This is an optimization exercise on Yosys and OpenROAD, whose aim is small area, a short achievable clock period and few clock cycles per item, not a production implementation. Only simulation tests tie the RTL to the original design; equivalence was not proved. Power is estimated from default activity; no workload was simulated.

### run.sh
#!/bin/bash
# synth_recipe.tcl (not shown) runs the flow's synth.tcl, then flattens the netlist and writes it again
# the make line also repeats each setting of config.mk as NAME=value (left out here)
make -C /OpenROAD-flow-scripts/flow DESIGN_CONFIG=/design/flow/config.mk WORK_HOME=/design/flow/orfs CLKGATE_MAP_FILE= SYNTH_SCRIPT=/design/flow/synth_recipe.tcl finish
### config.mk
export PLATFORM = sky130hd
export DESIGN_NAME = indexed_ordered_list
export DESIGN_NICKNAME = indexed_ordered_list
export VERILOG_FILES = /design/flow/design.v
export SDC_FILE = /design/flow/constraint.sdc
export NUM_CORES = 4
export LEC_CHECK = 0
export CAP_MARGIN = 20
export CORE_MARGIN = 2
export CORE_UTILIZATION = 45
export CTS_CLUSTER_DIAMETER = 100
export CTS_CLUSTER_SIZE = 25
export SETUP_SLACK_MARGIN = 3.35
export SLEW_MARGIN = 20
### constraint.sdc
create_clock -name core_clock -period 6.0 [get_ports {i_clk}]
set_input_delay 1.2000 -clock core_clock [delete_from_list [all_inputs] [get_ports {i_clk}]]
set_output_delay 1.2000 -clock core_clock [all_outputs]
set_load 0.01 [all_outputs]
### design.v
package iol_pkg;
    localparam int unsigned Cap  = 64;
    localparam int unsigned ValW = 32;
    localparam logic [2:0] MODE_GET  = 3'd0;
    localparam logic [2:0] MODE_HEAD = 3'd1;
    localparam logic [2:0] MODE_TAIL = 3'd2;
    localparam logic [2:0] MODE_AT   = 3'd3;
    localparam logic [2:0] MODE_DEL  = 3'd4;
    localparam logic [1:0] ST_DONE  = 2'd0;
    localparam logic [1:0] ST_RANGE = 2'd1;
    localparam logic [1:0] ST_FULL  = 2'd2;
endpackage
import iol_pkg::*;
module iol_mem (
    input  logic            i_clk,
    input  logic [Cap-1:0]  i_wr_sel,
    input  logic [ValW-1:0] i_wr_data,
    input  logic [Cap-1:0]  i_rd_sel,
    output logic [ValW-1:0] o_rd_data
);
    logic [ValW-1:0] r_d [Cap];
    for (genvar i = 0; i < Cap; i++) begin : g_slot
        always_ff @(posedge i_clk) begin
            if (i_wr_sel[i]) r_d[i] <= i_wr_data;
        end
    end
    always_comb begin
        o_rd_data = '0;
        for (int i = 0; i < Cap; i++) o_rd_data |= {ValW{i_rd_sel[i]}} & r_d[i];
    end
endmodule
import iol_pkg::*;
module iol_ctrl (
    input  logic             i_clk,
    input  logic             i_rst_n,
    input  logic             i_valid,
    output logic             o_ready,
    input  logic [47:0]      i_data,
    output logic [Cap-1:0]   o_wr_sel,
    output logic [ValW-1:0]  o_wr_data,
    output logic [Cap-1:0]   o_rd_sel,
    input  logic [ValW-1:0]  i_rd_data,
    output logic             o_valid,
    input  logic             i_ready,
    output logic [47:0]      o_data
);
    logic            r1_v, r_fire;
    logic            r_hold1, r_hold2;    
    logic            r_ins_go, r_del_go;
    logic            r1_get, r1_ins, r1_at, r1_del;
    logic            r1_lt, r1_gt;    
    logic [ValW-1:0] r1_val;
    logic [Cap-1:0]  r1_oh;     
    logic [Cap-1:0]  r1_ge;     
    logic [6:0] r_len;
    logic [5:0] r_map [Cap];
    logic       full;
    assign full = r_len[6];
    logic            r2_v, r2_found;
    logic [Cap-1:0]  r2_wsel;             
    logic [Cap-1:0]  r2_rsel;             
    logic [ValW-1:0] r2_val;              
    logic [6:0]      r2_len;
    logic [1:0]      r2_st;
    logic [1:0]      r_qc;                
    logic [41:0]     r_q [2];             
    logic fire, take, pop, push;
    assign fire = r_fire;                 
    assign take = i_valid && o_ready;
    assign pop  = o_valid && i_ready;
    assign push = r2_v && (r_qc != 2'd2 || pop);
    logic ins_en, del_en;
    assign ins_en = r_ins_go;             
    assign del_en = r_del_go;             
    logic [5:0] look;           
    always_comb begin
        look = '0;
        for (int i = 0; i < Cap; i++) look |= {6{r1_oh[i]}} & r_map[i];
    end
    logic       ins_ok, del_ok, found;
    logic [1:0] st;
    logic [6:0] len_n, len_eff;
    assign ins_ok = r1_ins && !full && !(r1_at && r1_gt);
    assign del_ok = r1_del && r1_lt;
    assign found  = r1_get && r1_lt;
    always_comb begin
        st = ST_DONE;
        if ((r1_get || r1_del) && !r1_lt) st = ST_RANGE;
        else if (r1_at && r1_gt) st = ST_RANGE;
        else if (r1_ins && full) st = ST_FULL;
    end
    assign len_n   = ins_ok ? r_len + 7'd1 : del_ok ? r_len - 7'd1 : r_len;
    assign len_eff = fire ? len_n : r_len;    
    logic [7:0]     rhi, rlo, whi, wlo;
    logic [Cap-1:0] rsel_n, wsel_n;
    for (genvar k = 0; k < 8; k++) begin : g_dec
        assign rhi[k] = look[5:3] == 3'(k);
        assign rlo[k] = look[2:0] == 3'(k);
        assign whi[k] = r_map[Cap-1][5:3] == 3'(k);
        assign wlo[k] = r_map[Cap-1][2:0] == 3'(k);
    end
    for (genvar i = 0; i < Cap; i++) begin : g_sel
        assign rsel_n[i] = found && rhi[i / 8] && rlo[i % 8];
        assign wsel_n[i] = ins_en && whi[i / 8] && wlo[i % 8];
    end
    logic [2:0] in_mode;
    logic [9:0] in_pos, in_pe;
    logic       in_get, in_head, in_tail, in_at, in_del;
    assign in_mode = i_data[2:0];
    assign in_pos  = i_data[12:3];
    assign in_get  = in_mode == MODE_GET;
    assign in_head = in_mode == MODE_HEAD;
    assign in_tail = in_mode == MODE_TAIL;
    assign in_at   = in_mode == MODE_AT;
    assign in_del  = in_mode == MODE_DEL;
    assign in_pe   = in_head ? 10'd0 : in_tail ? {3'b0, len_eff} : in_pos;
    logic [Cap-1:0] oh_n, ge_n;
    for (genvar i = 0; i < Cap; i++) begin : g_in
        assign oh_n[i] = in_pe == 10'(i);
        assign ge_n[i] = !in_get && in_pe <= 10'(i);
    end
    logic [41:0] res;
    logic        q0_res, q0_next, q0_keep;
    assign o_wr_sel  = r2_wsel;
    assign o_wr_data = r2_val;
    assign o_rd_sel  = r2_rsel;
    assign res = {r2_len, r2_st, r2_found, ~i_rd_data};
    assign q0_res  = push && r_qc - {1'b0, pop} == 2'd0;
    assign q0_next = !q0_res && pop;
    assign q0_keep = !q0_res && !pop;
    always_ff @(posedge i_clk) begin
        if (o_ready) begin
            r1_get <= in_get;
            r1_ins <= in_head || in_tail || in_at;
            r1_at  <= in_at;
            r1_del <= in_del;
            r1_lt  <= in_pos < {3'b0, len_eff};
            r1_gt  <= in_pos > {3'b0, len_eff};
            r1_val <= ~i_data[44:13];
        end
        r1_oh  <= ({Cap{o_ready}} & oh_n) | ({Cap{r_hold1}} & r1_oh);
        r1_ge  <= ({Cap{o_ready}} & ge_n) | ({Cap{r_hold1}} & r1_ge);
        r2_rsel <= ({Cap{fire}} & rsel_n) | ({Cap{r_hold2}} & r2_rsel);
        r2_wsel <= wsel_n;
        r2_val  <= r1_val;
        if (fire) begin
            r_len    <= len_n;
            r2_found <= found;
            r2_len   <= len_n;
            r2_st    <= st;
        end
        for (int i = 0; i < Cap; i++) begin
            if (ins_en && i > 0 && r1_ge[i-1 < 0 ? 0 : i-1])
                r_map[i] <= r_map[i-1 < 0 ? 0 : i-1];
            else if (ins_en && r1_oh[i]) r_map[i] <= r_map[Cap-1];
            else if (del_en && r1_ge[i])
                r_map[i] <= (i == Cap - 1) ? look : r_map[i+1 > Cap-1 ? Cap-1 : i+1];
        end
        r_q[0] <= ({42{q0_res}} & res) | ({42{q0_next}} & r_q[1]) | ({42{q0_keep}} & r_q[0]);
        if (push && r_qc - {1'b0, pop} == 2'd1) r_q[1] <= res;
        if (!i_rst_n) begin
            r1_v    <= 1'b0;
            r_fire  <= 1'b0;
            r_hold2 <= 1'b1;
            r_hold1 <= 1'b0;
            r_ins_go <= 1'b0;
            r_del_go <= 1'b0;
            r2_v    <= 1'b0;
            r_qc    <= '0;
            o_valid <= 1'b0;
            r_len   <= '0;
            o_ready <= 1'b1;
            for (int i = 0; i < Cap; i++) r_map[i] <= 6'(i);
        end else begin
            logic       n1v, n2v, nfire;
            logic [1:0] nqc;
            n1v   = take || (r1_v && !fire);
            n2v   = fire || (r2_v && !push);
            nqc   = r_qc - {1'b0, pop} + {1'b0, push};
            nfire = n1v && ({1'b0, n2v} + nqc <= 2'd2);
            r1_v    <= n1v;
            r_fire  <= nfire;
            r_hold2 <= !nfire;
            r_hold1 <= !(!n1v || nfire);
            r_ins_go <= nfire && !len_eff[6] &&
                        (o_ready ? (in_head || in_tail || in_at) : r1_ins);
            r_del_go <= nfire && (o_ready ? in_del : r1_del);
            r2_v    <= n2v;
            r_qc    <= nqc;
            o_valid <= nqc != 2'd0;
            o_ready <= !n1v || nfire;
        end
    end
    assign o_data = {2'b00, 4'b0, r_q[0]};
endmodule
import iol_pkg::*;
module indexed_ordered_list (
    input  logic        i_clk,
    input  logic        i_rst_n,
    input  logic        s_axis_tvalid,
    output logic        s_axis_tready,
    input  logic [47:0] s_axis_tdata,    
    output logic        m_axis_tvalid,
    input  logic        m_axis_tready,
    output logic [47:0] m_axis_tdata     
);
    logic [Cap-1:0]  wr_sel, rd_sel;
    logic [ValW-1:0] wr_data, rd_data;
    iol_mem u_mem (
        .i_clk(i_clk), .i_wr_sel(wr_sel), .i_wr_data(wr_data),
        .i_rd_sel(rd_sel), .o_rd_data(rd_data)
    );
    iol_ctrl u_ctrl (
        .i_clk(i_clk), .i_rst_n(i_rst_n),
        .i_valid(s_axis_tvalid), .o_ready(s_axis_tready), .i_data(s_axis_tdata),
        .o_wr_sel(wr_sel), .o_wr_data(wr_data), .o_rd_sel(rd_sel), .i_rd_data(rd_data),
        .o_valid(m_axis_tvalid), .i_ready(m_axis_tready), .o_data(m_axis_tdata)
    );
endmodule
==> results of run 1 <==
==> layout make-up <==
cell class                      instances  area share, %
Clock inverter                         33          0.401
Sequential cell                      2870           63.4
Timing Repair Buffer                  538           4.09
Multi-Input combinational cell       4384           25.6
Inverter                               50          0.161
Clock buffer                          220           3.10
Tap cell                             3220           3.22
Antenna cell                           22         0.0439
==> registers in the layout (all words and copies together), names as in the netlist, 2 cells and up <==
| signal | count |
|---|---|
| u_ctrl.r1_ge | 64 |
| u_ctrl.r1_oh | 64 |
| u_ctrl.r1_val | 32 |
| u_ctrl.r2_len | 7 |
| u_ctrl.r2_rsel | 64 |
| u_ctrl.r2_st | 2 |
| u_ctrl.r2_val | 32 |
| u_ctrl.r2_wsel | 64 |
| u_ctrl.r_len | 7 |
| u_ctrl.r_map | 384 |
| u_ctrl.r_q | 84 |
| u_ctrl.r_qc | 2 |
| u_mem.r_d | 2048 |
==> cell usage after synthesis, drive strengths merged, types with 20 or more instances <==
cell     count
nor2       282
nor3b       94
or4         38
mux2i      134
dfxtp      734
buf        130
edfxtp    2136
and2        62
nand2      716
a21oi       57
o21ai      301
a22oi      724
nand4      166
a22o       616
nor3        20
nor2b       73
inv         49
o2111ai     86
clkbuf     478
a221oi     456
nor4        35
nand3      247
o211ai      41
o211a       83
==> worst reg2reg max path, cell delays in order (launching register included) <==
cell,delay (ns)
dfxtp_4,0.36
buf_8,0.14
a22o_4,0.27
a221oi_4,0.35
nand4_1,0.29
or4_4,0.64
nand2b_4,0.18
or3b_4,0.49
o21ai_2,0.15
==> power by group <==
part,leakage (nW),internal [mW],switching [mW],total [mW]
clock network,2.09,4.70,6.73,11.4
registers,25.2,22.4,1.61,24.0
logic,15.1,1.23,2.33,3.56
==> kinds of logic (layout without fill, tap and decap cells) <==
kind of cell / after synthesis / after routing / share of synthesized area [%]
flops: 2870 / 2870 / 71.1
compound gates: 2435 / 2435 / 17.3
simple gates: 1774 / 1781 / 7.68
buf+inv: 658 / 841 / 2.38
mux: 137 / 137 / 1.24
xor+xnor: 13 / 13 / 0.103
fa+ha+maj: 12 / 12 / 0.135
other cells: 1 / 28 / 0.00338
==> per-stage QoR <==
step	instances	hold slack (ns)	setup WS, ns	power, mW
3_5_place_dp	10800	0.328	1.50	27.1
5_1_grt	11300	0.348	3.12	39.7
4_1_cts	11200	0.347	3.20	38.5
2_1_floorplan	7905	0.323	2.84	25.3
6_report	11300	0.348	3.09	39.0
3_3_place_gp	10800	0.329	1.53	27.0
==> worst min path at each step <==
stage / slack (ns) / end / from
2_1_floorplan: 0.32 / u_ctrl.r2_val[0] / u_ctrl.r1_val[0]
3_3_place_gp: 0.33 / u_ctrl.r2_val[0] / u_ctrl.r1_val[0]
3_5_place_dp: 0.33 / u_ctrl.r2_val[1] / u_ctrl.r1_val[1]
4_1_cts: 0.35 / u_ctrl.r2_val[26] / u_ctrl.r1_val[26]
5_1_grt: 0.35 / u_ctrl.r2_val[26] / u_ctrl.r1_val[26]
6_report: 0.35 / u_ctrl.r2_val[26] / u_ctrl.r1_val[26]
==> per-layer routing <==
layer | track usage (%) | vias up | part of all wire [%]
met5 | 0.135 | - | 0.073
met4 | 19.3 | 26 | 6.3
met3 | 13.2 | 1459 | 16
met2 | 54.0 | 7730 | 40
met1 | 56.7 | 42800 | 37
li1 | - | 31900 | -
==> what timing repair did <==
item | in CTS | in global routing
gates cloned | 8 | 6
setup buffers | 130 | 79
pin swaps | 85 | 138
endpoints found under the setup margin | 481 | 269
endpoints found under the hold margin | 0 | 0
resized for setup | 658 | 320
==> results.sh, run 1 <==
export IMPL_syn2layout_area_growth_pct=13.0
export IMPL_dpl_cell_area_mm2=0.116
export IMPL_grt_max_degree=204
export IMPL_start_util_pct=45.1
export IMPL_hold_viol=0
export IMPL_die_h_um=500
export IMPL_mostFrequentLayoutCells="edfxtp_1 (2136), a22oi_1 (718), nand2_1 (686), a22o_1 (602), dfxtp_1 (480)"
export IMPL_fin_crit_ns=2.91
export IMPL_min_period_over_period_pct=48.6
export IMPL_crit_buf_inv=1
export IMPL_cpPeakStageDelay_ns=0.64
export IMPL_wl_mm=514
export IMPL_cts_root_buf="clkbuf_16"
export IMPL_ys_seq_area_share_pct=71.1
export IMPL_ys_flop_type="edfxtp_1"
export IMPL_postSynth_asyncResetShare_pct=0
export IMPL_crit_family="simple AND/OR/NAND/NOR gates"
export IMPL_crit_slowest_cell="or4_4"
export IMPL_drv_slew=0
export IMPL_cp_startpoint="u_ctrl.r1_oh[19]"
export IMPL_regToRegEndpoint="u_ctrl.r2_rsel[53]"
export IMPL_netlist_area_mm2=0.111
export IMPL_synth_edff_count=2136
export IMPL_r2r_setup_slack_ns=3.09
export IMPL_start_kind="flip-flop"
export IMPL_rsz0062_at_grt="yes"
export IMPL_drive_gt1_share_pct=16.1
export IMPL_hold_path_depth=0
export IMPL_dr_first_iter_drc_count=17900
export IMPL_fin_skew_ns=0.0760
export IMPL_hold_buffers=0
export IMPL_cp_required_ns=6.82
export IMPL_cts_buffers=140
export IMPL_crit_chain="buf_8, a22o_4, a221oi_4, nand4_1, or4_4, nand2b_4, or3b_4, o21ai_2"
export IMPL_timing_fmax_mhz=343
export IMPL_layout_commonest_cell="edfxtp_1"
export IMPL_antenna_found_initial=35
export IMPL_grtUsageTotal_pct=39.7
export IMPL_synth_cells=7900
export IMPL_synthDistinctLibCells=83
export IMPL_tns_ns=0
export IMPL_drt_pass1_iterations=8
export IMPL_postLayoutCellArea_mm2=0.125
export IMPL_drc_errors=0
export IMPL_core_mm2=0.245
export IMPL_grt_pass1_vias=73500
export IMPL_crit_end="u_ctrl.r2_rsel[53]"
export IMPL_hold_class="reg2reg"
export IMPL_clk_pin_slew_worst_paths_ns=0.11
export IMPL_irDropWorstVdd_uv=316
export IMPL_path_class="reg2reg"
export IMPL_io_pins=102
export IMPL_p_leak_nw=42.4
export IMPL_die_area_mm2=0.250
export IMPL_critPathMaxFanout=8
export IMPL_end_kind="flip-flop"
export IMPL_antenna_left=0
export IMPL_cp_data_arrival_time_ns=3.73
export IMPL_synth_top_area_share_pct=57.9
export IMPL_crit_cells=8
export IMPL_clock_sinks=2870
export IMPL_cap_violations=0
export IMPL_drt_wirelength_per_cell_um=45.4
export IMPL_via_per_inst=7.40
export IMPL_yosys_warnings=5
export IMPL_fp_dieW_um=500
export IMPL_vias=83900
export IMPL_fill_cells=20500
export IMPL_globalplace_congestion=1.05
export IMPL_timing_rr_start="u_ctrl.r1_oh[19]"
export IMPL_nNetsFinal=8048
export IMPL_port_buffers=92
export IMPL_relSlewSlack_pct=14.7
export IMPL_tightestPinTransition_ns=1.28
export IMPL_status="timing/DRC/antenna clean"
export IMPL_powerDensity_mw_per_mm2=311
export IMPL_overflow=0
export IMPL_synthTopCellsByArea="edfxtp_1 (58%), dfxtp_1 (13%), a22oi_1 (4.9%)"
export IMPL_seq_area_mm2=0.0794
export IMPL_multi_input_area_mm2=0.0321
export IMPL_syn_avg_cell_area_um2=14.0
export IMPL_insertion_delay_ns=0.89
export IMPL_synth_seq_cells=2870
export IMPL_rows=182
export IMPL_yosysTopAreaCell="edfxtp_1"
export IMPL_ctsHtreeMaxLevel=4
export IMPL_rr_worst_depth=8
export IMPL_fin_util_pct=51.0
export IMPL_cts_tree="built"
export IMPL_place_hpwl_mm=301
export IMPL_grt_pass1_wl_mm=670
export IMPL_setup_viol=0
export IMPL_clock_path_buffers=3
Testbench counts, summed over its fixed seeds: cycles 20,024, items 20,000.
==> run 2, diff against run 1 <==
--- a/config.mk
+++ b/config.mk
@@ -11,4 +11,4 @@
 export CTS_CLUSTER_DIAMETER = 100
 export CTS_CLUSTER_SIZE = 25
-export SETUP_SLACK_MARGIN = 3.35
+export SETUP_SLACK_MARGIN = 3.1
 export SLEW_MARGIN = 20
==> results.sh, run 2 <==
export IMPL_grt_busiest_layer="met1"
export IMPL_instances_no_fill=11200
export IMPL_netlist_area_mm2=0.111
export IMPL_via_per_inst=7.44
export IMPL_end_kind="flip-flop"
export IMPL_largest_register="u_mem.r_d"
export IMPL_cts_root_buf="clkbuf_16"
export IMPL_setup_viol=0
export IMPL_min_period_over_period_pct=49.3
export IMPL_path_class="reg2reg"
export IMPL_mostFrequentLayoutCells="edfxtp_1 (2136), a22oi_1 (723), nand2_1 (701), a22o_1 (614), dfxtp_1 (511)"
export IMPL_rsz0062_at_grt="yes"
export IMPL_ys_seq_area_share_pct=71.1
export IMPL_yosysTopAreaCell="edfxtp_1"
export IMPL_crit_slowest_cell="or4_1"
export IMPL_die_h_um=500
export IMPL_drv_slew=0
export IMPL_hold_viol=0
export IMPL_rows=182
export IMPL_clock_path_buffers=3
export IMPL_hold_class="reg2reg"
export IMPL_relSlewSlack_pct=13.3
export IMPL_powerDensity_mw_per_mm2=314
export IMPL_dr_first_iter_drc_count=18600
export IMPL_largest_reg_flops=2048
export IMPL_grt_max_degree=213
export IMPL_die_area_mm2=0.250
export IMPL_hold_buffers=0
export IMPL_cts_tree="built"
export IMPL_drive_gt1_share_pct=11.0
export IMPL_insertion_delay_ns=0.89
export IMPL_drc_errors=0
export IMPL_fin_skew_ns=0.107
export IMPL_synth_edff_count=2136
export IMPL_wl_mm=500
export IMPL_layout_commonest_cell="edfxtp_1"
export IMPL_port_buffers=92
export IMPL_cts_buffers=139
export IMPL_synth_cells=7900
export IMPL_antenna_left=0
export IMPL_postLayoutCellArea_mm2=0.122
export IMPL_cap_violations=0
export IMPL_fin_crit_ns=2.96
export IMPL_met3_usage_pct=13.3
export IMPL_globalplace_congestion=1.07
export IMPL_crit_chain="buf_6, a221oi_1, nand3_1, or4_1, nor4_2, nor2_1, a21oi_1"
export IMPL_timing_fmax_mhz=338
export IMPL_fp_dieW_um=500
export IMPL_drt_wirelength_per_cell_um=44.8
export IMPL_grtUsageTotal_pct=38.7
export IMPL_ys_flop_type="edfxtp_1"
export IMPL_synthTopCellsByArea="edfxtp_1 (58%), dfxtp_1 (13%), a22oi_1 (4.9%)"
export IMPL_synth_seq_cells=2870
export IMPL_critPathMaxFanout=21
export IMPL_cp_required_ns=6.82
export IMPL_fin_util_pct=49.6
export IMPL_postSynth_asyncResetShare_pct=0
export IMPL_place_hpwl_mm=296
export IMPL_synth_top_area_share_pct=57.9
export IMPL_io_pins=102
export IMPL_overflow=0
export IMPL_grt_pass1_vias=73400
export IMPL_met2_usage_pct=52.6
export IMPL_setup_slack_ns=3.04
export IMPL_irDropWorstVdd_uv=335
export IMPL_post_place_ws_ns=1.41
export IMPL_synth_common_cells="edfxtp_1 (2136), dfxtp_1 (734), a22oi_1 (724), nand2_1 (716), a22o_1 (616)"
export IMPL_tns_ns=0
export IMPL_ctsHtreeMaxLevel=4
export IMPL_clk_pin_slew_worst_paths_ns=0.10
export IMPL_grt_pass1_wl_mm=656
export IMPL_largestRegisters="u_mem.r_d (2048), u_ctrl.r_map (384), u_ctrl.r_q (84)"
export IMPL_start_util_pct=45.1
export IMPL_antenna_found_initial=38
export IMPL_status="timing/DRC/antenna clean"
export IMPL_syn2layout_area_growth_pct=9.83
export IMPL_nNetsFinal=7867
export IMPL_vias=83000
export IMPL_drt_pass1_iterations=6
export IMPL_grt_met1_usage_pct=54.4
export IMPL_start_kind="flip-flop"
export IMPL_dpl_cell_area_mm2=0.116
export IMPL_syn_avg_cell_area_um2=14.0
export IMPL_dp_cells=10800
export IMPL_cp_data_arrival_time_ns=3.77
export IMPL_clock_sinks=2870
export IMPL_cpPeakStageDelay_ns=0.61
export IMPL_yosys_warnings=5
export IMPL_synth_most_common_cell="edfxtp_1"
export IMPL_p_leak_nw=40.8
export IMPL_core_mm2=0.245
export IMPL_tightestPinTransition_ns=1.30
export IMPL_synthDistinctLibCells=83
==> run 2: cell counts after synthesis <==
No cell type changed its count.
==> run 2: report_power, final <==
part / total [mW] / internal, mW / switching (mW)
Sequential: 24.1 / 22.4 / 1.66
Combinational: 2.86 / 0.960 / 1.90
Clock: 11.3 / 4.66 / 6.69
==> run 2: kinds of logic (layout without fill, tap and decap cells) <==
kind of cell	count (synthesis)	count (layout)	synth area share, %
flops	2870	2870	71.1
compound gates	2435	2435	17.3
simple gates	1774	1775	7.68
buf+inv	658	671	2.38
mux	137	137	1.24
xor+xnor	13	13	0.103
fa+ha+maj	12	12	0.135
other cells	1	29	0.00338
==> run 2: area by class of cell <==
class | instances | area, µm²
flip-flops and latches | 2870 | 79300
inverters | 50 | 190
clock buffers | 226 | 3870
fillers | 20900 | 124000
well taps | 3220 | 4030
diodes | 23 | 57.6
repair buffers | 364 | 3300
multi-input cells | 4378 | 30500
clock inverters | 31 | 448
==> run 2: worst max-delay path, delay by kind of cell (launching register included) <==
family	cells	cell delay [ns]
AND/OR/NAND/NOR	4	1.39
AO/OA/AOI/OAI	2	0.59
flip-flops	1	0.54
buffers and inverters	1	0.34
==> run 2: timing repair <==
action / in CTS / in global routing
hold endpoints to repair: 0 / 0
pin swaps: 18 / 22
setup buffers: 30 / 19
setup endpoints to repair: 345 / 202
gates resized for setup: 220 / 109
gates cloned: 1 / 0
==> run 2: final timing paths <==
| kind | start | cells past startpoint | endpoint | slack [ns] |
|---|---|---|---|---|
| hold / removal | u_ctrl.r1_val[17] | 0 | u_ctrl.r2_val[17] | 0.35 |
| setup / recovery | u_ctrl.r2_rsel[33] | 7 | u_ctrl.r_q[0][30] | 3.04 |
| setup reg to reg | u_ctrl.r2_rsel[33] | 7 | u_ctrl.r_q[0][30] | 3.04 |
| hold reg to reg | u_ctrl.r1_val[17] | 0 | u_ctrl.r2_val[17] | 0.35 |
==> run 2: metrics by stage <==
step / hold slack [ns] / power [mW]
3_5_place_dp: 0.327 / 27.0
2_1_floorplan: 0.323 / 25.3
5_1_grt: 0.359 / 39.0
3_3_place_gp: 0.329 / 26.9
4_1_cts: 0.354 / 37.9
6_report: 0.353 / 38.3
==> run 2: routing by layer <==
metal / routed length [µm] / up-vias / part of all wire [%]
li1: - / 31500 / -
met1: 184000 / 42200 / 37
met2: 199000 / 7888 / 40
met3: 84200 / 1424 / 17
met4: 32200 / 34 / 6.4
met5: 286 / - / 0.057
==> run 3, diff against run 2 <==
--- a/config.mk
+++ b/config.mk
@@ -8,7 +8,7 @@
 export CAP_MARGIN = 20
 export CORE_MARGIN = 2
-export CORE_UTILIZATION = 45
+export CORE_UTILIZATION = 52
 export CTS_CLUSTER_DIAMETER = 100
 export CTS_CLUSTER_SIZE = 25
-export SETUP_SLACK_MARGIN = 3.1
+export SETUP_SLACK_MARGIN = 3.2
 export SLEW_MARGIN = 20
==> results.sh, run 3 <==
export IMPL_antenna_found_initial=31
export IMPL_fp_dieW_um=466
export IMPL_start_kind="flip-flop"
export IMPL_nNetsFinal=7970
export IMPL_cts_tree="built"
export IMPL_p_seq_share_pct=62.0
export IMPL_drc_errors=0
export IMPL_place_hpwl_mm=306
export IMPL_grt_pass1_wl_mm=669
export IMPL_drive_gt1_share_pct=12.9
export IMPL_globalplace_congestion=1.08
export IMPL_power_total_mw=38.6
export IMPL_die_area_mm2=0.217
export IMPL_synth_edff_count=2136
export IMPL_postLayoutCellArea_mm2=0.123
export IMPL_hold_class="reg2reg"
export IMPL_overflow=0
export IMPL_cpPeakStageDelay_ns=0.72
export IMPL_instances_no_fill=10900
export IMPL_tns_ns=0
export IMPL_synthTopCellsByArea="edfxtp_1 (58%), dfxtp_1 (13%), a22oi_1 (4.9%)"
export IMPL_tightestPinTransition_ns=1.29
export IMPL_insertion_delay_ns=0.89
export IMPL_synth_top_family_by_area="compound AO/OA/AOI/OAI gates"
export IMPL_cts_root_buf="clkbuf_16"
export IMPL_synth_compound_area_share_pct=17.3
export IMPL_mostFrequentLayoutCells="edfxtp_1 (2136), a22oi_1 (722), nand2_1 (697), a22o_1 (611), dfxtp_1 (508)"
export IMPL_relSlewSlack_pct=14.0
export IMPL_crit_buf_inv=1
export IMPL_yosysTopAreaCell="edfxtp_1"
export IMPL_min_period_over_period_pct=47.7
export IMPL_largest_reg_flops=2048
export IMPL_vias=83000
export IMPL_start_util_pct=52.3
export IMPL_fin_skew_ns=0.0697
export IMPL_status="timing/DRC/antenna clean"
export IMPL_antenna_left=0
export IMPL_dpl_cell_area_mm2=0.115
export IMPL_wl_mm=511
export IMPL_synth_common_cells="edfxtp_1 (2136), dfxtp_1 (734), a22oi_1 (724), nand2_1 (716), a22o_1 (616)"
export IMPL_yosys_warnings=5
export IMPL_p_sw_mw=10.4
export IMPL_p_int_mw=28.2
export IMPL_clockPowerShare_pct=29.4
export IMPL_cp_required_ns=6.80
export IMPL_ctsHtreeMaxLevel=4
export IMPL_largest_register="u_mem.r_d"
export IMPL_synth_top_area_share_pct=57.9
export IMPL_path_class="reg2reg"
export IMPL_synth_mux_area_share_pct=1.24
export IMPL_drt_pass1_iterations=8
export IMPL_clk_pin_slew_worst_paths_ns=0.11
export IMPL_syn_avg_cell_area_um2=14.0
export IMPL_hold_viol=0
export IMPL_io_pins=102
export IMPL_core_mm2=0.212
export IMPL_grtUsageTotal_pct=46.0
export IMPL_comb_power_share_pct=8.6
export IMPL_crit_slowest_cell="or4_4"
export IMPL_layout_commonest_cell="edfxtp_1"
export IMPL_rows=169
export IMPL_largestRegisters="u_mem.r_d (2048), u_ctrl.r_map (384), u_ctrl.r_q (84)"
export IMPL_dp_cells=10400
export IMPL_ys_flop_type="edfxtp_1"
export IMPL_die_h_um=466
export IMPL_rsz0062_at_grt="yes"
export IMPL_critPathMaxFanout=8
export IMPL_fin_hold_ws_ns=0.345
export IMPL_p_sw_share_pct=27.0
export IMPL_syn2layout_area_growth_pct=11.0
export IMPL_synthDistinctLibCells=83
export IMPL_crit_family="simple AND/OR/NAND/NOR gates"
export IMPL_end_kind="flip-flop"
export IMPL_synth_xor_area_share_pct=0.103
export IMPL_grt_pass1_vias=73600
export IMPL_clock_path_buffers=3
export IMPL_via_per_inst=7.64
export IMPL_synth_seq_cells=2870
export IMPL_clock_sinks=2870
export IMPL_cap_violations=0
export IMPL_netlist_area_mm2=0.111
export IMPL_dr_first_iter_drc_count=17900
export IMPL_drv_slew=0
export IMPL_irDropWorstVdd_uv=354
export IMPL_synth_most_common_cell="edfxtp_1"
export IMPL_post_synth_and_or_nand_nor_area_fraction_pct=7.68
export IMPL_cp_data_arrival_time_ns=3.66
export IMPL_ys_seq_area_share_pct=71.1
export IMPL_grt_max_degree=163
export IMPL_drt_wirelength_per_cell_um=47.0
export IMPL_p_leak_nw=41.6
export IMPL_setup_viol=0
export IMPL_powerDensity_mw_per_mm2=314
export IMPL_crit_chain="buf_4, a22o_1, a221oi_2, nand4_1, or4_4, nor2_4, nand3_4, o21ai_1"
export IMPL_postSynth_asyncResetShare_pct=0
export IMPL_synth_cells=7900
export IMPL_cts_buffers=137
export IMPL_synthAdderAreaFrac_pct=0.135
export IMPL_port_buffers=92
export IMPL_fin_crit_ns=2.86
export IMPL_timing_fmax_mhz=349
run 3: cell count changes in the layout (fill, tap and decap cells not counted), sizes merged, moves of 4 or more:
cell | previous run | this run
clkdlybuf4s15 | 3 | 10
dlygate4sd2 | 41 | 31
clkbuf | 227 | 231
diode | 23 | 27
buf | 275 | 373
inv | 68 | 62
run 3: worst register-to-register path, cell delays in order (launching register included):
cell and delay (ns):
dfxtp_1 0.38, buf_4 0.22, a22o_1 0.25, a221oi_2 0.25, nand4_1 0.32, or4_4 0.73, nor2_4 0.21, nand3_4 0.20
o21ai_1 0.21
run 3: worst paths after layout:
check	from	end	slack [ns]	depth (start not counted)
max reg2reg	u_ctrl.r1_oh[30]	u_ctrl.r2_rsel[32]	3.14	8
max	u_ctrl.r1_oh[30]	u_ctrl.r2_rsel[32]	3.14	8
min reg2reg	u_ctrl.r1_val[2]	u_ctrl.r2_val[2]	0.35	0
min	u_ctrl.r1_val[2]	u_ctrl.r2_val[2]	0.35	0
run 3: cell families (layout without fill, tap and decap cells):
logic type                 after synthesis  count (layout)
xor gates and xnor gates                13              13
muxes                                  137             137
DFF                                   2870            2870
and+or+nand+nor                       1774            1781
buffers and inverters                  658             764
AOI/OAI and AO/OA                     2435            2435
adders and majority gates               12              12
other                                    1              33
run 3: power groups by stage:
stage                     sequential (mW)  clock [mW]  combinational, mW
after floorplan                      23.5           0               1.82
after global placement               24.3           0               2.60
after detailed placement             24.4           0               2.64
after CTS                            23.9        11.3               3.06
after global routing                 24.0        11.9               3.47
final                                24.0        11.3               3.33
run 3: routing by layer:
| layer | track usage [%] | share of wire, % |
|---|---|---|
| met4 | 28.9 | 7.9 |
| met2 | 64.7 | 41 |
| met5 | 0.154 | 0.017 |
| met1 | 62.7 | 36 |
| met3 | 13.5 | 15 |
run 3: layout make-up:
cell class | instances | area, µm²
inverters | 50 | 195
clock inverters | 24 | 402
diodes | 27 | 67.6
fillers | 16800 | 88900
clock buffers | 227 | 3880
repair buffers | 463 | 4370
flip-flops and latches | 2870 | 79400
multi-input cells | 4384 | 31100
well taps | 2821 | 3530
run 3: metrics by stage:
stage	setup slack (ns)	util [%]
finish	3.14	58.0
global route	3.05	58.0
CTS	3.01	57.4
detailed placement	1.41	54.5
global placement	1.47	54.5
floorplan	2.84	-
run 3: timing repair:
action	CTS	global route
cloned	7	2
resized for setup	344	198
buffers inserted	69	62
endpoints found under the hold margin	0	0
hold buffers	0	0
pin swaps	43	59
setup endpoints to repair	375	370
==> run 4, diff against run 3 <==
--- a/config.mk
+++ b/config.mk
@@ -11,4 +11,5 @@
 export CTS_CLUSTER_DIAMETER = 100
 export CTS_CLUSTER_SIZE = 25
+export PLACE_DENSITY = 0.65
 export SETUP_SLACK_MARGIN = 3.2
 export SLEW_MARGIN = 20
==> results.sh, run 4 <==
export IMPL_powerDensity_mw_per_mm2=313
export IMPL_tns_ns=0
export IMPL_post_place_ws_ns=1.33
export IMPL_via_per_inst=7.74
export IMPL_grt_pass1_vias=74200
export IMPL_netlist_area_mm2=0.111
export IMPL_grt_pass1_wl_mm=667
export IMPL_tightestPinTransition_ns=1.30
export IMPL_cts_root_buf="clkbuf_16"
export IMPL_irDropWorstVdd_uv=310
export IMPL_largest_reg_flops=2048
export IMPL_synth_top_area_share_pct=57.9
export IMPL_wl_mm=509
export IMPL_layout_commonest_cell="edfxtp_1"
export IMPL_grt_max_degree=155
export IMPL_critPathMaxFanout=11
export IMPL_dr_wl_met3_mm=91.4
export IMPL_port_buffers=92
export IMPL_clock_path_buffers=3
export IMPL_synth_seq_cells=2870
export IMPL_setup_slack_ns=3.09
export IMPL_syn2layout_area_growth_pct=10.8
export IMPL_hold_viol=0
export IMPL_cpPeakStageDelay_ns=0.69
export IMPL_drc_errors=0
export IMPL_end_kind="flip-flop"
export IMPL_start_util_pct=52.3
export IMPL_insertion_delay_ns=0.86
export IMPL_antenna_left=0
export IMPL_status="timing/DRC/antenna clean"
export IMPL_path_class="reg2reg"
export IMPL_grtUsageTotal_pct=45.8
export IMPL_cp_data_arrival_time_ns=3.64
export IMPL_yosys_warnings=5
export IMPL_wl_met2_mm=198
export IMPL_synth_common_cells="edfxtp_1 (2136), dfxtp_1 (734), a22oi_1 (724), nand2_1 (716), a22o_1 (616)"
export IMPL_postLayoutCellArea_mm2=0.123
export IMPL_syn_avg_cell_area_um2=14.0
export IMPL_setup_viol=0
export IMPL_m1WireLength_mm=187
export IMPL_hold_path_depth=0
export IMPL_drt_wirelength_per_cell_um=46.9
export IMPL_clock_sinks=2870
export IMPL_die_h_um=466
export IMPL_yosysTopAreaCell="edfxtp_1"
export IMPL_dpl_cell_area_mm2=0.115
export IMPL_largestRegisters="u_mem.r_d (2048), u_ctrl.r_map (384), u_ctrl.r_q (84)"
export IMPL_antenna_found_initial=33
export IMPL_ctsHtreeMaxLevel=4
export IMPL_clk_pin_slew_worst_paths_ns=0.10
export IMPL_hold_class="reg2reg"
export IMPL_synth_cells=7900
export IMPL_fin_crit_ns=2.91
export IMPL_cap_violations=0
export IMPL_synthTopCellsByArea="edfxtp_1 (58%), dfxtp_1 (13%), a22oi_1 (4.9%)"
export IMPL_rows=169
export IMPL_cp_required_ns=6.73
export IMPL_ys_seq_area_share_pct=71.1
export IMPL_synthDistinctLibCells=83
export IMPL_postSynth_asyncResetShare_pct=0
export IMPL_mostFrequentLayoutCells="edfxtp_1 (2136), a22oi_1 (723), nand2_1 (695), a22o_1 (606), dfxtp_1 (495)"
export IMPL_relSlewSlack_pct=13.0
export IMPL_globalplace_congestion=1.11
export IMPL_cts_buffers=138
export IMPL_core_mm2=0.212
export IMPL_drive_gt1_share_pct=13.1
export IMPL_crit_slowest_cell="or4_4"
export IMPL_top_layer_used="met5"
export IMPL_rr_worst_depth=9
export IMPL_crit_chain="buf_12, a22o_4, a221oi_4, nand4_1, or4_4, buf_4, nor2b_4, nand2_2, o21ai_0"
export IMPL_synth_edff_count=2136
export IMPL_timing_fmax_mhz=344
export IMPL_min_period_over_period_pct=48.5
export IMPL_dr_first_iter_drc_count=17900
export IMPL_io_pins=102
export IMPL_vias=83900
export IMPL_p_leak_nw=41.5
export IMPL_die_area_mm2=0.217
export IMPL_rsz0062_at_grt="yes"
export IMPL_fin_skew_ns=0.0447
export IMPL_drv_slew=0
export IMPL_fp_dieW_um=466
export IMPL_drt_pass1_iterations=8
export IMPL_ys_flop_type="edfxtp_1"
export IMPL_start_kind="flip-flop"
export IMPL_synth_most_common_cell="edfxtp_1"
export IMPL_nNetsFinal=7958
export IMPL_overflow=0
export IMPL_cts_tree="built"
export IMPL_place_hpwl_mm=300
export IMPL_largest_register="u_mem.r_d"
==> run 4: path summary, 6_finish.rpt <==
kind | start | endpoint | slack, ns
worst min-delay path | u_ctrl.r1_val[16] | u_ctrl.r2_val[16] | 0.35
worst max register to register | u_ctrl.r1_oh[30] | u_ctrl.r2_rsel[15] | 3.09
worst max-delay path | u_ctrl.r1_oh[30] | u_ctrl.r2_rsel[15] | 3.09
worst min register to register | u_ctrl.r1_val[16] | u_ctrl.r2_val[16] | 0.35
==> run 4: final cells by class <==
type | count | area [µm²]
diodes | 27 | 67.6
clock buffers | 220 | 3840
clock inverters | 24 | 302
fillers | 16700 | 89100
inverters | 50 | 205
multi-input cells | 4381 | 31200
flip-flops and latches | 2870 | 79400
well taps | 2821 | 3530
repair buffers | 453 | 4240
==> run 4: cell families after synthesis <==
| logic type | count (synthesis) | share of synthesized area (%) |
|---|---|---|
| adders and majority gates | 12 | 0.135 |
| muxes | 137 | 1.24 |
| AOI/OAI and AO/OA | 2435 | 17.3 |
| and+or+nand+nor | 1774 | 7.68 |
| DFF | 2870 | 71.1 |
| other | 1 | 0.00338 |
| buffers and inverters | 658 | 2.38 |
| xor gates and xnor gates | 13 | 0.103 |
==> run 4: stage by stage <==
step / hold WS (ns) / util, % / power (mW) / std cells
final: 0.351 / 58.0 / 38.4 / 10800
after detailed placement: 0.329 / 54.4 / 27.2 / 10400
after global placement: 0.328 / 54.4 / 27.1 / 10400
after CTS: 0.352 / 57.3 / 37.9 / 10800
after global routing: 0.354 / 57.9 / 39.1 / 10800
after floorplan: 0.323 / - / 25.3 / 7905
==> run 4: worst max-delay path, delay by kind of cell, from the launching register on <==
kind                   cells  cell delay, ns
AO/OA/AOI/OAI              3            0.71
flip-flops                 1            0.34
buffers and inverters      2            0.33
AND/OR/NAND/NOR            4            1.37
==> run 4: timing repair <==
| action | 4_1_cts | 5_1_grt |
|---|---|---|
| gates cloned | 4 | 0 |
| gates resized for setup | 357 | 214 |
| pin swaps | 41 | 80 |
| hold buffers | 0 | 0 |
| endpoints found under the setup margin | 365 | 196 |
| buffers inserted | 68 | 66 |
==> run 4: metal layers <==
| layer | vias to the layer above | global-route usage [%] |
|---|---|---|
| li1 | 31700 | - |
| met1 | 42400 | 64.9 |
| met2 | 8293 | 60.3 |
| met3 | 1558 | 18.6 |
| met4 | 22 | 22.9 |
| met5 | - | 0.307 |
==> run 4: power by group <==
part / switching (mW) / internal, mW / total, mW / leakage, nW
logic: 2.13 / 1.10 / 3.24 / 14.3
registers: 1.68 / 22.4 / 24.1 / 25.2
clock network: 6.55 / 4.55 / 11.1 / 1.97
total: 10.4 / 28.0 / 38.4 / 41.5
==> run 5, diff against run 4 <==
--- a/config.mk
+++ b/config.mk
@@ -11,5 +11,4 @@
 export CTS_CLUSTER_DIAMETER = 100
 export CTS_CLUSTER_SIZE = 25
-export PLACE_DENSITY = 0.65
-export SETUP_SLACK_MARGIN = 3.2
+export SETUP_SLACK_MARGIN = 3.3
 export SLEW_MARGIN = 20
==> results.sh, run 5 <==
export IMPL_vias=83200
export IMPL_ctsHtreeMaxLevel=4
export IMPL_antenna_found_initial=27
export IMPL_grt_pass1_wl_mm=668
export IMPL_cts_root_buf="clkbuf_16"
export IMPL_drt_wirelength_per_cell_um=47.2
export IMPL_multi_input_area_mm2=0.0314
export IMPL_setup_viol=0
export IMPL_cts_tree="built"
export IMPL_largestRegisters="u_mem.r_d (2048), u_ctrl.r_map (384), u_ctrl.r_q (84)"
export IMPL_power_total_mw=38.6
export IMPL_io_pins=102
export IMPL_rsz0062_at_grt="yes"
export IMPL_clock_sinks=2870
export IMPL_critPathMaxFanout=8
export IMPL_syn2layout_area_growth_pct=11.6
export IMPL_r2r_setup_slack_ns=3.18
export IMPL_netlist_area_mm2=0.111
export IMPL_grt_max_degree=195
export IMPL_globalplace_congestion=1.09
export IMPL_place_hpwl_mm=307
export IMPL_cpMostUsedCell="or2_4"
export IMPL_hold_class="reg2reg"
export IMPL_antenna_left=0
export IMPL_drive_gt1_share_pct=14.4
export IMPL_port_buffers=92
export IMPL_cap_violations=0
export IMPL_grt_pass1_vias=73500
export IMPL_cpPeakStageDelay_ns=0.66
export IMPL_drt_pass1_iterations=9
export IMPL_fin_crit_ns=2.82
export IMPL_yosysTopAreaCell="edfxtp_1"
export IMPL_via_per_inst=7.63
export IMPL_clock_path_buffers=3
export IMPL_hold_viol=0
export IMPL_timing_fmax_mhz=354
export IMPL_rows=169
export IMPL_drv_slew=0
export IMPL_tightestPinTransition_ns=1.32
export IMPL_ys_flop_type="edfxtp_1"
export IMPL_end_kind="flip-flop"
export IMPL_wl_mm=515
export IMPL_fin_skew_ns=0.0591
export IMPL_yosys_warnings=5
export IMPL_largest_register="u_mem.r_d"
export IMPL_p_leak_nw=41.8
export IMPL_hold_buffers=0
export IMPL_min_period_over_period_pct=47.0
export IMPL_start_kind="flip-flop"
export IMPL_drc_errors=0
export IMPL_synth_cells=7900
export IMPL_postSynth_asyncResetShare_pct=0
export IMPL_mostFrequentLayoutCells="edfxtp_1 (2136), a22oi_1 (721), nand2_1 (696), a22o_1 (605), dfxtp_1 (484)"
export IMPL_layout_commonest_cell="edfxtp_1"
export IMPL_crit_slowest_cell="or4_4"
export IMPL_synth_common_cells="edfxtp_1 (2136), dfxtp_1 (734), a22oi_1 (724), nand2_1 (716), a22o_1 (616)"
export IMPL_nNetsFinal=7985
export IMPL_overflow=0
export IMPL_synth_top_area_share_pct=57.9
export IMPL_path_class="reg2reg"
export IMPL_ys_seq_area_share_pct=71.1
export IMPL_dr_first_iter_drc_count=17600
export IMPL_fp_dieW_um=466
export IMPL_status="timing/DRC/antenna clean"
export IMPL_irDropWorstVdd_uv=335
export IMPL_die_area_mm2=0.217
export IMPL_fill_cells=16700
export IMPL_cp_required_ns=6.78
export IMPL_p_int_mw=28.2
export IMPL_cp_data_arrival_time_ns=3.60
export IMPL_crit_buf_inv=1
export IMPL_die_h_um=466
export IMPL_crit_family="simple AND/OR/NAND/NOR gates"
export IMPL_comb_power_share_pct=8.5
export IMPL_tns_ns=0
export IMPL_crit_chain="buf_12, a22o_1, a221oi_2, nand4_1, or4_4, or2_4, or2_4, o21ai_1"
export IMPL_synth_most_common_cell="edfxtp_1"
export IMPL_synth_seq_cells=2870
export IMPL_relSlewSlack_pct=11.8
export IMPL_synthDistinctLibCells=83
export IMPL_p_sw_share_pct=27.0
export IMPL_seq_area_mm2=0.0795
export IMPL_clockPowerShare_pct=29.1
export IMPL_syn_avg_cell_area_um2=14.0
export IMPL_cts_buffers=138
export IMPL_largest_reg_flops=2048
export IMPL_insertion_delay_ns=0.86
export IMPL_core_mm2=0.212
export IMPL_synthTopCellsByArea="edfxtp_1 (58%), dfxtp_1 (13%), a22oi_1 (4.9%)"
export IMPL_p_sw_mw=10.4
export IMPL_grtUsageTotal_pct=46.0
export IMPL_start_util_pct=52.3
export IMPL_synth_edff_count=2136
export IMPL_powerDensity_mw_per_mm2=312
export IMPL_clk_pin_slew_worst_paths_ns=0.10
export IMPL_p_seq_share_pct=62.4
run 5: changes by cell type in the layout (fill, tap and decap cells not counted), moves of 12 or more:
cell / delta
buf_6: +15
diode_2: +23
clkbuf_2: +12
o21ai_2: +20
dlygate4sd2_1: -31
dfxtp_2: -32
o21ai_0: -15
dfxtp_4: +43
run 5: final timing paths:
check / startpoint / to / cells after the start
worst max-delay path: u_ctrl.r1_oh[38] / u_ctrl.r2_rsel[36] / 8
worst min-delay path: u_ctrl.r1_val[1] / u_ctrl.r2_val[1] / 0
worst max register to register: u_ctrl.r1_oh[38] / u_ctrl.r2_rsel[36] / 8
worst min register to register: u_ctrl.r1_val[1] / u_ctrl.r2_val[1] / 0
run 5: power by group through the flow:
stage	Clock (mW)	Sequential, mW	Combinational, mW
6_report	11.2	24.1	3.26
5_1_grt	11.8	24.1	3.43
4_1_cts	11.1	24.0	3.03
3_5_place_dp	0	24.4	2.64
3_3_place_gp	0	24.4	2.62
2_1_floorplan	0	23.5	1.83
run 5: routing by layer:
| layer | GRT usage (%) | up-vias | part of all wire, % |
|---|---|---|---|
| met5 | 0.264 | - | 0.029 |
| met4 | 29.6 | 14 | 8.3 |
| met3 | 13.4 | 1651 | 15 |
| met1 | 62.5 | 42100 | 36 |
| met2 | 64.6 | 7714 | 41 |
| li1 | - | 31700 | - |
run 5: area by class of cell:
class | instances | area share [%]
flip-flops and latches | 2870 | 64.3
clock buffers | 228 | 3.17
multi-input cells | 4381 | 25.4
well taps | 2821 | 2.85
inverters | 50 | 0.160
diodes | 50 | 0.101
repair buffers | 480 | 3.74
clock inverters | 25 | 0.280
run 5: cells by family (layout without fill, tap and decap cells):
kind of cell / count (synthesis) / after routing / synth area share (%)
DFF: 2870 / 2870 / 71.1
buffers and inverters: 658 / 783 / 2.38
muxes: 137 / 137 / 1.24
xor gates and xnor gates: 13 / 13 / 0.103
adders and majority gates: 12 / 12 / 0.135
AOI/OAI and AO/OA: 2435 / 2435 / 17.3
and+or+nand+nor: 1774 / 1778 / 7.68
other: 1 / 56 / 0.00338
run 5: through the flow:
step / area [µm²] / utilization [%] / cells / setup WS (ns) / hold slack, ns
2_1_floorplan: 111000 / - / 7905 / 2.84 / 0.323
3_3_place_gp: 115000 / 54.4 / 10400 / 1.38 / 0.326
3_5_place_dp: 115000 / 54.4 / 10400 / 1.35 / 0.328
4_1_cts: 122000 / 57.6 / 10800 / 3.23 / 0.349
5_1_grt: 124000 / 58.3 / 10900 / 3.14 / 0.355
6_report: 124000 / 58.4 / 10900 / 3.18 / 0.344
run 5: repair_timing:
| item | CTS | global route |
|---|---|---|
| endpoints found under the setup margin | 393 | 306 |
| gates cloned | 4 | 4 |
| gates resized for setup | 526 | 245 |
| pin swaps | 54 | 99 |
| buffers inserted | 97 | 63 |
==> run 6, diff against run 5 <==
--- a/config.mk
+++ b/config.mk
@@ -8,5 +8,5 @@
 export CAP_MARGIN = 20
 export CORE_MARGIN = 2
-export CORE_UTILIZATION = 52
+export CORE_UTILIZATION = 56
 export CTS_CLUSTER_DIAMETER = 100
 export CTS_CLUSTER_SIZE = 25
==> results.sh, run 6 <==
export IMPL_status="timing/DRC/antenna clean"
export IMPL_powerDensity_mw_per_mm2=311
export IMPL_drive_gt1_share_pct=14.5
export IMPL_fill_cells=14800
export IMPL_cts_buffers=138
export IMPL_start_util_pct=56.3
export IMPL_drv_slew=0
export IMPL_cp_required_ns=6.78
export IMPL_hold_path_depth=0
export IMPL_instances_no_fill=10800
export IMPL_antenna_left=0
export IMPL_synth_seq_cells=2870
export IMPL_rsz0062_at_grt="yes"
export IMPL_wl_mm=511
export IMPL_clock_sinks=2870
export IMPL_end_kind="flip-flop"
export IMPL_largest_reg_flops=2048
export IMPL_synth_edff_count=2136
export IMPL_rr_worst_depth=8
export IMPL_synthTopCellsByArea="edfxtp_1 (58%), dfxtp_1 (13%), a22oi_1 (4.9%)"
export IMPL_cp_data_arrival_time_ns=3.67
export IMPL_fin_hold_ws_ns=0.351
export IMPL_grt_pass1_wl_mm=669
export IMPL_overflow=0
export IMPL_ctsHtreeMaxLevel=4
export IMPL_synth_common_cells="edfxtp_1 (2136), dfxtp_1 (734), a22oi_1 (724), nand2_1 (716), a22o_1 (616)"
export IMPL_syn2layout_area_growth_pct=11.7
export IMPL_grt_pass1_vias=75300
export IMPL_cp_startpoint="u_ctrl.r_map[46][5]"
export IMPL_layout_commonest_cell="edfxtp_1"
export IMPL_hold_buffers=0
export IMPL_nNetsFinal=8050
export IMPL_drt_wirelength_per_cell_um=47.4
export IMPL_synth_most_common_cell="edfxtp_1"
export IMPL_io_pins=102
export IMPL_relSlewSlack_pct=12.2
export IMPL_die_h_um=449
export IMPL_core_mm2=0.197
export IMPL_die_area_mm2=0.201
export IMPL_cts_tree="built"
export IMPL_vias=84900
export IMPL_path_class="reg2reg"
export IMPL_postSynth_asyncResetShare_pct=0
export IMPL_fp_dieW_um=449
export IMPL_yosys_warnings=5
export IMPL_netlist_area_mm2=0.111
export IMPL_clock_path_buffers=3
export IMPL_power_total_mw=38.5
export IMPL_rows=163
export IMPL_hold_viol=0
export IMPL_cts_root_buf="clkbuf_16"
export IMPL_synth_cells=7900
export IMPL_insertion_delay_ns=0.87
export IMPL_critPathMaxFanout=8
export IMPL_synth_top_area_share_pct=57.9
export IMPL_port_buffers=92
export IMPL_globalplace_congestion=1.10
export IMPL_largestRegisters="u_mem.r_d (2048), u_ctrl.r_map (384), u_ctrl.r_q (84)"
export IMPL_tightestPinTransition_ns=1.32
export IMPL_place_hpwl_mm=307
export IMPL_fin_skew_ns=0.0334
export IMPL_antenna_found_initial=29
export IMPL_fin_crit_ns=2.89
export IMPL_timing_fmax_mhz=346
export IMPL_dr_first_iter_drc_count=18400
export IMPL_grtUsageTotal_pct=49.3
export IMPL_min_period_over_period_pct=48.1
export IMPL_cap_violations=0
export IMPL_drt_pass1_iterations=7
export IMPL_setup_viol=0
export IMPL_via_per_inst=7.88
export IMPL_dp_cells=10300
export IMPL_ys_seq_area_share_pct=71.1
export IMPL_hold_class="reg2reg"
export IMPL_timing_rr_start="u_ctrl.r_map[46][5]"
export IMPL_syn_avg_cell_area_um2=14.0
export IMPL_yosysTopAreaCell="edfxtp_1"
export IMPL_drc_errors=0
export IMPL_mostFrequentLayoutCells="edfxtp_1 (2136), a22oi_1 (718), nand2_1 (696), a22o_1 (602), dfxtp_1 (498)"
export IMPL_tns_ns=0
export IMPL_irDropWorstVdd_uv=294
export IMPL_largest_register="u_mem.r_d"
export IMPL_p_leak_nw=42.2
export IMPL_synthDistinctLibCells=83
export IMPL_clk_pin_slew_worst_paths_ns=0.10
export IMPL_hold_path_startpoint="u_ctrl.r1_val[24]"
export IMPL_grt_max_degree=191
export IMPL_ys_flop_type="edfxtp_1"
export IMPL_start_kind="flip-flop"
## run 6: routing by layer
metal,up-vias,share of wire (%),GRT usage (%)
met2,8822,40,67.5
met5,-,0.041,0.213
met1,42000,34,64.7
met3,2144,17,19.1
li1,31900,-,-
met4,30,8.6,33.5
## run 6: stage by stage
| stage | area (µm²) | utilization (%) | worst slack, ns |
|---|---|---|---|
| 2_1_floorplan | 111000 | - | 2.84 |
| 3_3_place_gp | 115000 | 58.5 | 1.41 |
| 3_5_place_dp | 115000 | 58.6 | 1.39 |
| 4_1_cts | 122000 | 62.1 | 3.22 |
| 5_1_grt | 124000 | 62.8 | 3.16 |
| 6_report | 124000 | 62.9 | 3.11 |
## run 6: worst paths after layout
check	endpoint	slack (ns)
worst max register to register	u_ctrl.r2_rsel[26]	3.11
worst min register to register	u_ctrl.r2_val[24]	0.35
worst min-delay path	u_ctrl.r2_val[24]	0.35
worst max-delay path	u_ctrl.r2_rsel[26]	3.11
## run 6: what timing repair did
action | 4_1_cts | 5_1_grt
pin swaps | 96 | 53
setup endpoints to repair | 431 | 260
resized for setup | 482 | 191
buffers inserted | 121 | 77
gates cloned | 6 | 3
## run 6: where the power goes
part | leakage [nW] | total [mW] | switching (mW) | internal, mW
sequential | 25.3 | 24.0 | 1.61 | 22.4
combinational | 14.9 | 3.35 | 2.18 | 1.16
clock | 2.02 | 11.2 | 6.48 | 4.69
total | 42.2 | 38.5 | 10.3 | 28.2
## run 6: final cells by class
class | count | area, µm² | share of cell area (%)
Antenna cell | 42 | 105 | 0.0849
Clock buffer | 231 | 3950 | 3.19
Clock inverter | 21 | 280 | 0.226
Inverter | 50 | 193 | 0.156
Multi-Input combinational cell | 4382 | 31300 | 25.3
Sequential cell | 2870 | 79500 | 64.2
Tap cell | 2640 | 3300 | 2.67
Timing Repair Buffer | 544 | 5220 | 4.22
## run 6: logic make-up (layout without fill, tap and decap cells)
logic type               count (synthesis)  in the layout  share of synthesized area [%]
AO/OA/AOI/OAI                         2435           2435                           17.3
XOR/XNOR                                13             13                          0.103
adder cells (fa/ha/maj)                 12             12                          0.135
buffers and inverters                  658            846                           2.38
flip-flops                            2870           2870                           71.1
multiplexers                           137            137                           1.24
other                                    1             48                        0.00338
AND/OR/NAND/NOR                       1774           1779                           7.68
## run 6: worst max-delay path, stage by stage, from the launching register on
cell and delay [ns]:
dfxtp_1 0.45, a22o_1 0.28, a221oi_1 0.41, nand4_1 0.22, or4_4 0.69, nor2_4 0.20
buf_12 0.15, nand3_4 0.18, o21ai_2 0.23
==> run 7, diff against run 6 <==
--- a/config.mk
+++ b/config.mk
@@ -8,5 +8,5 @@
 export CAP_MARGIN = 20
 export CORE_MARGIN = 2
-export CORE_UTILIZATION = 56
+export CORE_UTILIZATION = 50
 export CTS_CLUSTER_DIAMETER = 100
 export CTS_CLUSTER_SIZE = 25
==> results.sh, run 7 <==
export IMPL_irDropWorstVdd_uv=315
export IMPL_layout_commonest_cell="edfxtp_1"
export IMPL_globalplace_congestion=1.09
export IMPL_syn2layout_area_growth_pct=12.1
export IMPL_largestRegisters="u_mem.r_d (2048), u_ctrl.r_map (384), u_ctrl.r_q (84)"
export IMPL_status="timing/DRC/antenna clean"
export IMPL_path_class="reg2reg"
export IMPL_dr_first_iter_drc_count=18100
export IMPL_setup_viol=0
export IMPL_synthAdderAreaFrac_pct=0.135
export IMPL_clock_sinks=2870
export IMPL_die_h_um=475
export IMPL_port_buffers=92
export IMPL_synth_edff_count=2136
export IMPL_synthTopCellsByArea="edfxtp_1 (58%), dfxtp_1 (13%), a22oi_1 (4.9%)"
export IMPL_via_per_inst=7.56
export IMPL_fp_dieW_um=475
export IMPL_postLayoutCellArea_mm2=0.124
export IMPL_power_total_mw=38.8
export IMPL_postSynth_asyncResetShare_pct=0
export IMPL_start_kind="flip-flop"
export IMPL_powerDensity_mw_per_mm2=312
export IMPL_drt_wirelength_per_cell_um=47.4
export IMPL_p_seq_share_pct=62.3
export IMPL_ys_flop_type="edfxtp_1"
export IMPL_comb_power_share_pct=8.8
export IMPL_ctsHtreeMaxLevel=4
export IMPL_grtUsageTotal_pct=45.5
export IMPL_mostFrequentLayoutCells="edfxtp_1 (2136), a22oi_1 (718), nand2_1 (695), a22o_1 (607), dfxtp_1 (492)"
export IMPL_insertion_delay_ns=0.86
export IMPL_synth_seq_cells=2870
export IMPL_grt_max_degree=181
export IMPL_cts_tree="built"
export IMPL_post_synth_and_or_nand_nor_area_fraction_pct=7.68
export IMPL_tns_ns=0
export IMPL_synth_most_common_cell="edfxtp_1"
export IMPL_drt_pass1_iterations=7
export IMPL_grt_pass1_vias=73900
export IMPL_nNetsFinal=8041
export IMPL_synth_xor_area_share_pct=0.103
export IMPL_synth_compound_area_share_pct=17.3
export IMPL_yosys_warnings=5
export IMPL_yosysTopAreaCell="edfxtp_1"
export IMPL_synth_top_family_by_area="compound AO/OA/AOI/OAI gates"
export IMPL_ys_seq_area_share_pct=71.1
export IMPL_netlist_area_mm2=0.111
export IMPL_drv_slew=0
export IMPL_fin_hold_ws_ns=0.349
export IMPL_end_kind="flip-flop"
export IMPL_rows=172
export IMPL_synth_common_cells="edfxtp_1 (2136), dfxtp_1 (734), a22oi_1 (724), nand2_1 (716), a22o_1 (616)"
export IMPL_vias=83900
export IMPL_synth_mux_area_share_pct=1.24
export IMPL_synth_cells=7900
export IMPL_timing_fmax_mhz=346
export IMPL_drc_errors=0
export IMPL_fin_crit_ns=2.89
export IMPL_clk_pin_slew_worst_paths_ns=0.10
export IMPL_overflow=0
export IMPL_cp_data_arrival_time_ns=3.66
export IMPL_cap_violations=0
export IMPL_syn_avg_cell_area_um2=14.0
export IMPL_rsz0062_at_grt="yes"
export IMPL_start_util_pct=50.4
export IMPL_relSlewSlack_pct=10.9
export IMPL_antenna_found_initial=37
export IMPL_place_hpwl_mm=316
export IMPL_largest_reg_flops=2048
export IMPL_wl_mm=526
export IMPL_hold_class="reg2reg"
export IMPL_multi_input_area_mm2=0.0314
export IMPL_hold_buffers=0
export IMPL_fin_skew_ns=0.0592
export IMPL_cp_required_ns=6.77
export IMPL_clock_path_buffers=3
export IMPL_io_pins=102
export IMPL_min_period_over_period_pct=48.1
export IMPL_cts_root_buf="clkbuf_16"
export IMPL_clockPowerShare_pct=28.9
export IMPL_drive_gt1_share_pct=14.6
export IMPL_grt_pass1_wl_mm=682
export IMPL_p_sw_mw=10.6
export IMPL_seq_area_mm2=0.0794
export IMPL_p_int_mw=28.2
export IMPL_critPathMaxFanout=8
export IMPL_antenna_left=0
export IMPL_p_sw_share_pct=27.2
export IMPL_cts_buffers=138
export IMPL_p_leak_nw=42.1
export IMPL_dpl_cell_area_mm2=0.116
export IMPL_die_area_mm2=0.225
export IMPL_synthDistinctLibCells=83
export IMPL_fill_cells=17800
export IMPL_tightestPinTransition_ns=1.34
export IMPL_core_mm2=0.220
export IMPL_synth_top_area_share_pct=57.9
export IMPL_largest_register="u_mem.r_d"
export IMPL_hold_viol=0
## run 7: layout make-up
class	instances	area share [%]
Antenna cell	41	0.0826
Clock buffer	230	3.14
Clock inverter	23	0.279
Inverter	50	0.170
Multi-Input combinational cell	4384	25.3
Sequential cell	2870	63.9
Tap cell	2958	2.98
Timing Repair Buffer	533	4.17
## run 7: final timing paths
path | cells after the start | end | from | slack, ns
worst max-delay path | 8 | u_ctrl.r2_rsel[5] | u_ctrl.r1_oh[36] | 3.11
worst min-delay path | 0 | u_ctrl.r2_val[23] | u_ctrl.r1_val[23] | 0.35
worst max register to register | 8 | u_ctrl.r2_rsel[5] | u_ctrl.r1_oh[36] | 3.11
worst min register to register | 0 | u_ctrl.r2_val[23] | u_ctrl.r1_val[23] | 0.35
## run 7: logic make-up after synthesis
group,count (synthesis)
AOI/OAI and AO/OA,2435
xor gates and xnor gates,13
adders and majority gates,12
buffers and inverters,658
DFF,2870
muxes,137
other,1
and+or+nand+nor,1774
## run 7: per-layer routing
layer  global-route usage, %  share of wire [%]
met5                       0              0.035
met4                    23.5                6.7
met3                    14.9                 16
met2                    63.5                 41
met1                    63.1                 36
## run 7: power by group through the flow
stage	combinational [mW]	sequential [mW]	clock (mW)
after detailed placement	2.60	24.5	0
after global routing	3.56	24.2	11.8
after CTS	3.15	24.0	11.1
after global placement	2.57	24.4	0
final	3.42	24.2	11.2
after floorplan	1.83	23.5	0
## run 7: metrics by stage
| stage | util [%] | instances | setup slack [ns] |
|---|---|---|---|
| 2_1_floorplan | - | 7905 | 2.84 |
| 3_3_place_gp | 52.6 | 10600 | 1.54 |
| 3_5_place_dp | 52.6 | 10600 | 1.48 |
| 4_1_cts | 55.9 | 11000 | 3.08 |
| 5_1_grt | 56.5 | 11100 | 3.13 |
| 6_report | 56.5 | 11100 | 3.11 |
## run 7: what timing repair did
item	4_1_cts	5_1_grt
cloned	7	5
pin swaps	103	65
resized for setup	532	175
setup endpoints to repair	369	289
setup buffers	129	63
## run 7: worst max-delay path: stages (launching register included)
cell,delay (ns)
dfxtp_1,0.37
buf_6,0.19
a22o_1,0.27
a221oi_4,0.28
nand4_1,0.30
or4_4,0.55
nand2b_4,0.18
or3b_4,0.50
o21ai_2,0.15
==> run 8, diff against run 7 <==
--- a/config.mk
+++ b/config.mk
@@ -8,7 +8,7 @@
 export CAP_MARGIN = 20
 export CORE_MARGIN = 2
-export CORE_UTILIZATION = 50
+export CORE_UTILIZATION = 54
 export CTS_CLUSTER_DIAMETER = 100
 export CTS_CLUSTER_SIZE = 25
-export SETUP_SLACK_MARGIN = 3.3
+export SETUP_SLACK_MARGIN = 3.4
 export SLEW_MARGIN = 20
==> results.sh, run 8 <==
export IMPL_min_to="u_ctrl.r2_val[5]"
export IMPL_insertion_delay_ns=0.90
export IMPL_synth_seq_cells=2870
export IMPL_dp_cells=10300
export IMPL_relSlewSlack_pct=11.8
export IMPL_yosys_warnings=5
export IMPL_synthDistinctLibCells=83
export IMPL_overflow=0
export IMPL_cpPeakStageDelay_ns=0.37
export IMPL_rows=166
export IMPL_dr_first_iter_drc_count=18000
export IMPL_crit_chain="buf_12, buf_6"
export IMPL_globalplace_congestion=1.07
export IMPL_multi_input_area_mm2=0.0323
export IMPL_largest_register="u_mem.r_d"
export IMPL_min_period_over_period_pct=46.8
export IMPL_hold_path_depth=0
export IMPL_place_hpwl_mm=305
export IMPL_die_h_um=457
export IMPL_ys_seq_area_share_pct=71.1
export IMPL_powerDensity_mw_per_mm2=307
export IMPL_grtUsageTotal_pct=47.4
export IMPL_largest_reg_flops=2048
export IMPL_die_area_mm2=0.209
export IMPL_hold_class="reg2reg"
export IMPL_status="timing/DRC/antenna clean"
export IMPL_drive_gt1_share_pct=17.6
export IMPL_antenna_found_initial=38
export IMPL_io_pins=102
export IMPL_layout_commonest_cell="edfxtp_1"
export IMPL_drc_errors=0
export IMPL_antenna_left=0
export IMPL_syn_avg_cell_area_um2=14.0
export IMPL_clk_pin_slew_worst_paths_ns=0.10
export IMPL_rr_worst_depth=7
export IMPL_fin_skew_ns=0.0380
export IMPL_crit_buf_inv=2
export IMPL_regToRegEndpoint="u_ctrl.r2_rsel[20]"
export IMPL_r2r_setup_slack_ns=3.22
export IMPL_port_buffers=92
export IMPL_wl_mm=509
export IMPL_grt_pass1_wl_mm=666
export IMPL_cp_data_arrival_time_ns=1.61
export IMPL_rsz0062_at_grt="yes"
export IMPL_postSynth_asyncResetShare_pct=0
export IMPL_yosysTopAreaCell="edfxtp_1"
export IMPL_mostFrequentLayoutCells="edfxtp_1 (2136), a22oi_1 (720), nand2_1 (688), a22o_1 (595), dfxtp_1 (421)"
export IMPL_fin_util_pct=61.4
export IMPL_tightestPinTransition_ns=1.32
-- run 8: changes by cell type in the layout (fill, tap and decap cells not counted), moves of 17 or more --
cell,previous run,this run
buf_6,55,100
a221oi_1,398,364
dfxtp_1,492,421
a221oi_2,45,65
diode_2,41,24
dfxtp_4,120,150
buf_2,8,26
dfxtp_2,122,163
-- run 8: where the power goes --
group	switching, mW	internal [mW]
Combinational	2.30	1.23
Sequential	1.59	22.4
Clock	6.47	4.58
Total	10.4	28.2
-- run 8: worst reg2reg max path: cells and delay by family (launching register included) --
| kind | cells | cell delay, ns |
|---|---|---|
| flops | 1 | 0.48 |
| compound gates | 3 | 0.76 |
| simple gates | 4 | 1.47 |
-- run 8: stage by stage --
stage | hold WS [ns] | cell area [µm²] | power (mW)
final | 0.348 | 126000 | 38.6
after global routing | 0.360 | 125000 | 39.3
after detailed placement | 0.327 | 115000 | 27.0
after global placement | 0.324 | 115000 | 27.0
after CTS | 0.349 | 123000 | 38.1
after floorplan | 0.323 | 111000 | 25.3
-- run 8: final cells by class --
type / count / share of cell area [%]
timing repair buffer: 585 / 4.60
sequential: 2870 / 63.4
tap: 2688 / 2.68
clock inverter: 21 / 0.279
inverter: 50 / 0.156
antenna: 24 / 0.0478
clock buffer: 229 / 3.06
multi-input combinational: 4385 / 25.8
-- run 8: logic make-up after synthesis --
logic type / Yosys count
mux: 137
compound gates: 2435
buf+inv: 658
simple gates: 1774
other cells: 1
xor+xnor: 13
fa+ha+maj: 12
flops: 2870
-- run 8: worst max path at each step --
stage,start,endpoint,cells after the start
floorplan,s_axis_tdata[2],u_ctrl.r1_ge[44],9
CTS,u_ctrl.o_ready,s_axis_tready,2
global placement,s_axis_tdata[1],u_ctrl.r1_ge[22],8
global route,u_ctrl.r_ins_go,u_ctrl.r_map[52][5],5
finish,u_ctrl.o_ready,s_axis_tready,2
detailed placement,s_axis_tdata[1],u_ctrl.r1_oh[35],6
-- run 8: what timing repair did --
action | in CTS | in global routing
setup buffers | 147 | 104
pin swaps | 100 | 167
setup endpoints to repair | 479 | 377
cloned | 11 | 2
gates resized for setup | 749 | 390
-- run 8: layer usage --
| layer | global-route usage (%) | vias up | wire length [µm] |
|---|---|---|---|
| met5 | 0 | - | 234 |
| met4 | 30.5 | 26 | 42900 |
| met3 | 17.7 | 1970 | 84100 |
| met2 | 65.4 | 8277 | 205000 |
| met1 | 63.1 | 41800 | 176000 |
| li1 | - | 32000 | - |

Check on run 8: ideal ports give 3.192 ns setup slack; a clkbuf_16 on the clock port and buf_2 on the inputs give 3.101 ns; moving port delays by the midpoint clock arrival (0.969 ns) as well gives 2.400 ns.
